Context: an optimization exercise on an open-source flow, tuned for small area and a short achievable clock period. The choices shown serve that exercise and are no tape-out recipe.
Function was checked by simulation only, so behaviour that the tests miss may differ from the original.
Power and IR drop assume default switching activity.

## run 1
==> module slc3_mem_responder, before the edit <==
module slc3_mem_responder
#(
    parameter int unsigned DEPTH   = 256,
    parameter logic [15:0] IO_ADDR = slc3_pkg::IO_ADDR_DEFAULT
) (
    input  logic        Clk,
    input  logic        Reset,
    input  logic [15:0] MAR,
    input  logic [15:0] MDR,
    input  logic        MEM_OE,
    input  logic        MEM_WE,
    input  logic [15:0] SW,
    output logic [15:0] MDR_in,
    output logic        R,
    output logic [15:0] HEX_OUT,
    output logic        ERR
);
    localparam int unsigned NR = DEPTH / 4;
    logic        idle_q, w1_q, w2_q, done_q, hold_q;
    logic        req, accept;
    logic [1:0]  phase_q;
    logic [3:0]  hit1_tab_q, h_tab_q;
    logic        h_d, rd_ram_d, byp_d;
    logic [NR-1:0] sel1_q, sel3_q;
    logic [7:0]  addr_q;
    logic        hit1_q, byp_q;
    logic        ram_q, io_q, we_q;
    logic [15:0] wdata_q;
    logic        pw_v_q, pw_ins_q;
    logic [7:0]  pw_addr_q, pw_hi_q, pw_lo_q;
    logic [1:0]  pw_pos_q;
    logic [15:0] pw_data_q;
    logic        commit, pw_v_d;
    logic [1:0]  pw_pos_d;
    logic [15:0] hex_q, mdr_q, mdr_d, out_q;
    logic        err_q, take_pw, take_sw, keep;
    logic [15:0] rd_data;
    assign req    = MEM_OE || MEM_WE;
    assign accept = idle_q && req;
    always_ff @(posedge Clk) begin
        if (Reset) begin
            idle_q <= 1'b1;
            w1_q   <= 1'b0;
            w2_q   <= 1'b0;
            done_q <= 1'b0;
            hold_q <= 1'b0;
        end else begin
            idle_q <= (idle_q || hold_q) && !req;
            w1_q   <= accept;
            w2_q   <= w1_q;
            done_q <= w2_q;
            hold_q <= done_q || (hold_q && req);
        end
    end
    always_ff @(posedge Clk) begin
        phase_q <= phase_q + 2'd1;
        for (int k = 0; k < 4; k++) begin
            logic [1:0] p;
            p = 2'(k) + phase_q + 2'd2;
            hit1_tab_q[k] <= p[0];
            h_tab_q[k]    <= p[1];
        end
    end
    assign h_d      = h_tab_q[MAR[1:0]];
    assign byp_d    = pw_v_q && (pw_addr_q == MAR[7:0]);
    assign rd_ram_d = !MEM_WE && (MAR[15:8] == 8'h00) && !byp_d;
    always_ff @(posedge Clk) begin
        if (Reset || (w1_q && hit1_q)) begin
            sel1_q <= '0;
            sel3_q <= '0;
        end else if (idle_q) begin
            for (int r = 0; r < NR; r++) begin
                sel1_q[r] <= rd_ram_d && (MAR[7:2] == 6'(r)) && !h_d;
                sel3_q[r] <= rd_ram_d && (MAR[7:2] == 6'(r)) && h_d;
            end
        end
    end
    always_ff @(posedge Clk) begin
        if (idle_q) begin
            addr_q  <= MAR[7:0];
            hit1_q  <= hit1_tab_q[MAR[1:0]];
            byp_q   <= byp_d;
            ram_q   <= (MAR[15:8] == 8'h00);
            io_q    <= (MAR == IO_ADDR);
            we_q    <= MEM_WE;
            wdata_q <= MDR;
        end
    end
    always_ff @(posedge Clk) begin
        if (Reset) begin
            err_q <= 1'b0;
            hex_q <= '0;
        end else begin
            if (accept && MEM_OE && MEM_WE) err_q <= 1'b1;
            if (w2_q && we_q && io_q) hex_q <= wdata_q;
        end
    end
    assign commit   = w2_q && we_q && ram_q && !Reset;
    assign pw_v_d   = commit || (pw_v_q && !pw_ins_q);
    assign pw_pos_d = commit ? addr_q[1:0] + phase_q + 2'd1 : pw_pos_q + 2'd1;
    always_ff @(posedge Clk) begin
        pw_v_q   <= pw_v_d;
        pw_pos_q <= pw_pos_d;
        pw_ins_q <= pw_v_d && (pw_pos_d == 2'd3);
        if (commit) begin
            pw_addr_q <= addr_q;
            pw_hi_q   <= 8'b1 << addr_q[7:5];
            pw_lo_q   <= 8'b1 << addr_q[4:2];
            pw_data_q <= wdata_q;
        end
    end
    assign take_pw = w2_q && byp_q && ram_q;
    assign take_sw = w2_q && io_q;
    assign keep    = w2_q && hit1_q;
    assign mdr_d   = rd_data | ({16{take_pw}} & pw_data_q) | ({16{take_sw}} & SW)
                             | ({16{keep}} & mdr_q);
    always_ff @(posedge Clk) begin
        mdr_q <= mdr_d;
        if (Reset)               out_q <= '0;
        else if (w2_q && !we_q)  out_q <= mdr_d;
    end
    slc3_sram_array #(
        .Depth (DEPTH)
    ) u_sram (
        .clk_i      (Clk),
        .ins_i      (pw_ins_q),
        .ins_hi_i   (pw_hi_q),
        .ins_lo_i   (pw_lo_q),
        .ins_data_i (pw_data_q),
        .rd_sel1_i  (sel1_q),
        .rd_sel3_i  (sel3_q),
        .rd_data_o  (rd_data)
    );
    assign MDR_in  = out_q;
    assign R       = done_q;
    assign HEX_OUT = hex_q;
    assign ERR     = err_q;
endmodule
Settings: LEC_CHECK=0, CAP_MARGIN=20, CORE_MARGIN=2, CORE_UTILIZATION=45, CTS_CLUSTER_DIAMETER=60, CTS_CLUSTER_SIZE=25, PLACE_DENSITY=0.6, SETUP_SLACK_MARGIN=2.6, SLEW_MARGIN=20; clock period 5.0 ns.
run.sh (not shown) runs the stock make flow with config.mk's settings and CLKGATE_MAP_FILE= SYNTH_SCRIPT=/design/flow/synth_recipe.tcl, a recipe that flattens the netlist after the stock synthesis.
Changes in run 2 relative to run 1:
diff --git a/flow/design.v b/flow/design.v
--- a/flow/design.v
+++ b/flow/design.v
@@ -69,7 +69,7 @@
     logic [15:0] pw_data_q;
     logic        commit, pw_v_d;
     logic [1:0]  pw_pos_d;
-    logic [15:0] hex_q, mdr_q, mdr_d, out_q;
+    logic [15:0] hex_q, mdr_q;
     logic        err_q, take_pw, take_sw, keep;
     logic [15:0] rd_data;
     assign req    = MEM_OE || MEM_WE;
@@ -149,12 +149,9 @@
     assign take_pw = w2_q && byp_q && ram_q;
     assign take_sw = w2_q && io_q;
     assign keep    = w2_q && hit1_q;
-    assign mdr_d   = rd_data | ({16{take_pw}} & pw_data_q) | ({16{take_sw}} & SW)
-                             | ({16{keep}} & mdr_q);
     always_ff @(posedge Clk) begin
-        mdr_q <= mdr_d;
-        if (Reset)               out_q <= '0;
-        else if (w2_q && !we_q)  out_q <= mdr_d;
+        mdr_q <= rd_data | ({16{take_pw}} & pw_data_q) | ({16{take_sw}} & SW)
+                         | ({16{keep}} & mdr_q);
     end
     slc3_sram_array #(
         .Depth (DEPTH)
@@ -168,7 +165,7 @@
         .rd_sel3_i  (sel3_q),
         .rd_data_o  (rd_data)
     );
-    assign MDR_in  = out_q;
+    assign MDR_in  = mdr_q;
     assign R       = done_q;
     assign HEX_OUT = hex_q;
     assign ERR     = err_q;
Notes after the runs:
- Of run 1 and run 2, the lower actual slew at the worst max-slew pin belongs to run 2.
- Changes observed in run 2 relative to run 1: layout filler cell count increased 0.82%, number of storage elements in the synthesis netlist decreased 16, final hold slack decreased 0.013 ns, internal power of the cells essentially unchanged, number of vias per cell after detailed routing increased about 2.8%.
- Between run 1 and run 2, the difference in adder and majority cell fraction of the synthesized area is negligible.
- In run 2, the unique cell type count in the Yosys netlist came out 3 above the value in run 1.
- Diff run 2..run 1 | fraction of the mapped netlist area in compound gates | negligible
- Compared run 2 vs run 1, and fraction of final layout cells with drive strength greater than 1 is down in run 2.
- On setup slack, run 1 and run 2 are neck and neck.

-- afterwards: timing with drivers on the ports --
How much do the figures lean on ideal ports? The routed layouts below were timed once more, with nothing changed but the port constraints. Step 1, drivers: a clkbuf_16 drives Clk and a buf_2 each remaining input, both assumed. Step 2 adds t to the input delays and takes it off the output delays; t is the mean of the earliest and latest rising clock arrival at the registers after step 1. Input paths then give back, and output paths get back, about the clock's delay inside the block. a / b / c = ideal ports / drivers / drivers and shift; a / b = the first two.
run | t, ns | setup slack, ns | worst setup path at the end
run 1 | 1.017 | 2.461 / 2.395 / 1.719 | input to register
run 2 | 0.986 | 2.463 / 2.442 / 1.761 | input to register
After both steps setup and hold are still met in every run listed. The setup slack of run 1, which loses most, moves by -0.066 ns with the drivers and by -0.742 ns with both steps.
